Background: an optimization exercise with open tools, aiming at small area, a short achievable clock period and few clock cycles per item. Do not read the settings as production practice. Only simulation tests tie the RTL to the original design; equivalence was not proved. Power and IR drop assume default switching activity.

try-delta:
Design iir_cascade_sched, start of the top module:
module iir_cascade_sched
#(
    parameter int Nsec   = 4,
    parameter int Ndint  = 3,
    parameter int Ndfrac = 22,
    parameter int Ncint  = 4,
    parameter int Ncfrac = 14
) (
    input  logic                       clk,
    input  logic                       reset,
    input  logic                       dv_in,
    input  logic [Ndint+Ndfrac-1:0]    d_in,
    output logic                       dv_out,
    output logic [Ndint+Ndfrac-1:0]    d_out,
    output logic                       busy,
    input  logic                       flush,
    input  logic                       coef_we,
    input  logic [$clog2(Nsec)+2:0]    coef_addr,
    input  logic [Ncint+Ncfrac-1:0]    coef_data,
    output logic                       ovr,
    output logic                       coef_err,
    input  logic                       err_clr
);
Size in the first run: roughly 7800 cells after synthesis, roughly 86000 µm² of cells after synthesis.
clock: 12.5 ns
lec_check: 0
cap_margin: 20
core_margin: 2
core_utilization: 40
cts_buf_list: sky130_fd_sc_hd__clkbuf_16
cts_cluster_diameter: 120
cts_cluster_size: 20
slew_margin: 20
synth_hierarchical: 1
tns_end_percent: 50.0
standard.sh (not shown) runs the stock make flow with config.mk's settings and CLKGATE_MAP_FILE= SYNTH_SCRIPT=/design/flow/synth_recipe.tcl, a recipe that flattens the netlist after the stock synthesis.
==> flow/flow/run.sh <==
#!/bin/bash
set -euo pipefail
cd "$(dirname "${BASH_SOURCE[0]}")/.."
bash standard.sh SETUP_SLACK_MARGIN=6.5 finish > standard_flow.log 2>&1
Testbench counts of try-delta, summed over its fixed seeds: cycles 12,048, items 2,400.
Inputs modified between try-delta and try-onyx:
- a deleted TNS_END_PERCENT that had been 50.0
==> flow/flow/run.sh <==
#!/bin/bash
set -euo pipefail
cd "$(dirname "${BASH_SOURCE[0]}")/.."
bash standard.sh SETUP_SLACK_MARGIN=6.75 finish > standard_flow.log 2>&1
try-delta has a higher period utilization than try-onyx.
Comparing try-delta against try-onyx, there is no change at all in count of H-tree levels built during CTS.
Compared with try-delta, in try-onyx internal portion of total power went up by about 12%; setup slack after layout went up by 37 ps; post-place setup slack went up by 100 ps; total wire length went up by 0.76%; layout overhead on the synthesized area went up by 3.1 points.
Across both runs, violation count after the first detailed-routing iteration was lower for try-onyx than for try-delta.
Here is what was changed in the inputs of try-cedar compared with try-onyx.
- changing CTS_CLUSTER_SIZE from 20 to 24
==> flow/flow/run.sh <==
#!/bin/bash
set -euo pipefail
cd "$(dirname "${BASH_SOURCE[0]}")/.."
bash standard.sh SETUP_SLACK_MARGIN=6 finish > standard_flow.log 2>&1
Notes after the runs:
For the global-route usage, try-cedar came in 0.59 points lower than try-onyx did. try-cedar vs try-onyx, critical path required time went down by 20 ps. The flow did not stop early for try-cedar: all stages ran, and the layout cleared the timing, DRC and antenna checks. Side by side, power density normalized to cell area turned out lower in try-cedar than in try-onyx.
### try-cedar -> try-pepper
- CTS_CLUSTER_SIZE removed (was 24)
- CTS_BUF_LIST changed from sky130_fd_sc_hd__clkbuf_16 to sky130_fd_sc_hd__clkbuf_4 sky130_fd_sc_hd__clkbuf_8
- CTS_CLUSTER_DIAMETER removed (was 120)
try-pepper finished end to end and its layout was clean on timing, DRC and antenna. try-pepper against try-cedar: combinational power share lower; detailed-routing wirelength on met1 now sits higher. | post-route cell area | try-pepper vs try-cedar | worse |. Taking try-cedar as the reference, in try-pepper number of levels in the clock H-tree +2, number of buffers inserted during clock tree synthesis +132, worst-case register-to-register setup slack ~0 delta. Worst endpoint data arrival time: try-pepper vs try-cedar up 260 ps. Diff try-cedar -> try-pepper | cell count | up by a few percent. try-cedar and try-pepper ended up with roughly the same final weighted congestion of routability-driven global placement. Compared with try-cedar, try-pepper shows a lower post-cts sizing count.


Setup of build 93:
iir_cascade_sched again, from the RTL that the note above started with.
==> flow/config.mk <==
export PLATFORM = sky130hd
export DESIGN_NAME = iir_cascade_sched
export DESIGN_NICKNAME = iir_cascade_sched
export VERILOG_FILES = /design/flow/design.v
export SDC_FILE = /design/flow/constraint.sdc
export NUM_CORES = 4
export LEC_CHECK = 0
export CAP_MARGIN = 20
export CORE_MARGIN = 2
export CORE_UTILIZATION = 40
export CTS_BUF_LIST = sky130_fd_sc_hd__clkbuf_16
export CTS_CLUSTER_DIAMETER = 120
export CTS_CLUSTER_SIZE = 24
export SLEW_MARGIN = 20
export SYNTH_HIERARCHICAL = 1
==> flow/constraint.sdc <==
create_clock -name core_clock -period 12.5 [get_ports {clk}]
set_input_delay 2.5000 -clock core_clock [delete_from_list [all_inputs] [get_ports {clk}]]
set_output_delay 2.5000 -clock core_clock [all_outputs]
set_load 0.01 [all_outputs]
==> flow/flow/run.sh <==
#!/bin/bash
set -euo pipefail
cd "$(dirname "${BASH_SOURCE[0]}")/.."
bash standard.sh SETUP_SLACK_MARGIN=6.5 finish > standard_flow.log 2>&1
Both conditions hold for build 93: the flow ran to the end and the final layout passed the timing, DRC and antenna checks.
Testbench counts of build 93, summed over its fixed seeds: cycles 12,048, items 2,400.
#### Input delta (build 61 over build 93)
Settings: swapping 24 for 20 in CTS_CLUSTER_SIZE.
==> flow/flow/run.sh <==
#!/bin/bash
set -euo pipefail
cd "$(dirname "${BASH_SOURCE[0]}")/.."
bash standard.sh SETUP_SLACK_MARGIN=6.25 finish > standard_flow.log 2>&1
==> run summary <==
- Per the final summary, build 61 finished and its layout is clean on timing, DRC and antenna.
- After synthesis and placement, the instance count of build 61 is below that of build 93.
- Relative contribution of the clock network to total power: build 61 vs build 93 up 1.3 points
- Cmp build 61 vs build 93: least setup slack across all paths after layout lower in build 61
- Total track usage essentially unchanged between build 61 and build 93.
- Build 61 vs build 93: final critical path time including I/O delays and setup up
- Number of cells on the worst reg-to-reg path shrinks by a few percent when moving from build 93 to build 61.
- Delta (build 61 minus build 93): final core utilization shrank by 1.0 points; non-clock buffer count in the final layout shrank by 24%.
- Diff build 93 -> build 61 | number of iterations in the first detailed-routing pass | decrease of 3
- On number of H-tree levels, the higher figure sits with build 61, not build 93.
--- input diff build 61..build 81 ---
Settings: putting TNS_END_PERCENT at 30.0 where nothing was set.
==> flow/flow/run.sh <==
#!/bin/bash
set -euo pipefail
cd "$(dirname "${BASH_SOURCE[0]}")/.."
bash standard.sh SETUP_SLACK_MARGIN=7 finish > standard_flow.log 2>&1
## What came out
- Of build 61 and build 81, the run reporting the higher shortest clock period the worst path allows after layout was build 61.
- Min flip-flop and latch share of the layout cell area across build 61 and build 81: build 81
- Between build 61 and build 81, the relative area change from synthesis to final layout is lower for build 61.
- Compared with build 61, build 81 shows wire length on met2 higher by 2.0%.
- Compared with build 61, in build 81 net switching power saw an increase, non-clock buffer count went up by about 80%, worst setup slack after layout rose 360 ps.
- Diff build 61 -> build 81: cell area picked up an extra 6000 µm², total clock buffers created by CTS decreased about 1.4%, number of global-route vias before repair now sits higher.
> inputs changed (build 81 -> build 92)
Settings: TNS_END_PERCENT removed (was 30.0); CORE_UTILIZATION changed from 40 to 46.
==> flow/flow/run.sh <==
#!/bin/bash
set -euo pipefail
cd "$(dirname "${BASH_SOURCE[0]}")/.."
bash standard.sh SETUP_SLACK_MARGIN=6.5 finish > standard_flow.log 2>&1
Notes after the runs:
- | largest voltage drop on the vdd net | build 92 vs build 81 | about 24% higher |
- Per the comparison of build 92 with build 81, die area saw a decrease; met1 layer wirelength in the final routing saw a decrease; reported leakage power lost about 2.4%; global-route usage over all layers increased 3.2 points.
- Relative to build 81, aggregate routed wire length has decreased by 4100 µm in build 92.

==> separate check: timing with driven ports <==
Ports are ideal in the flow. The routed layouts listed here were re-timed in OpenROAD. Step 1, drivers: a clkbuf_16 drives clk and a buf_2 each remaining input, both assumed. Step 2 times the ports against the registers' clock, not the clock port: input delays grow and output delays shrink by t, the midpoint of the rising clock arrivals with the driver on. Three values: no drivers, after step 1, after step 2; two values: the first two.
run | t, ns | slack for setup (ns) | clock arrival spread, ns
try-delta | 0.789 | 6.459 / 6.459 / 6.459 | 0.070 / 0.070
try-onyx | 0.799 | 6.496 / 6.496 / 6.496 | 0.051 / 0.050
try-cedar | 0.809 | 6.202 / 6.202 / 6.202 | 0.067 / 0.068
try-pepper | 1.032 | 6.196 / 6.196 / 6.196 | 0.089 / 0.089
build 93 | 0.814 | 6.483 / 6.483 / 6.483 | 0.070 / 0.069
build 61 | 0.800 | 6.280 / 6.280 / 6.280 | 0.043 / 0.044
build 81 | 0.814 | 6.643 / 6.643 / 6.643 | 0.085 / 0.086
build 92 | 0.782 | 6.337 / 6.337 / 6.337 | 0.054 / 0.055
After both steps every run listed still meets setup and hold.
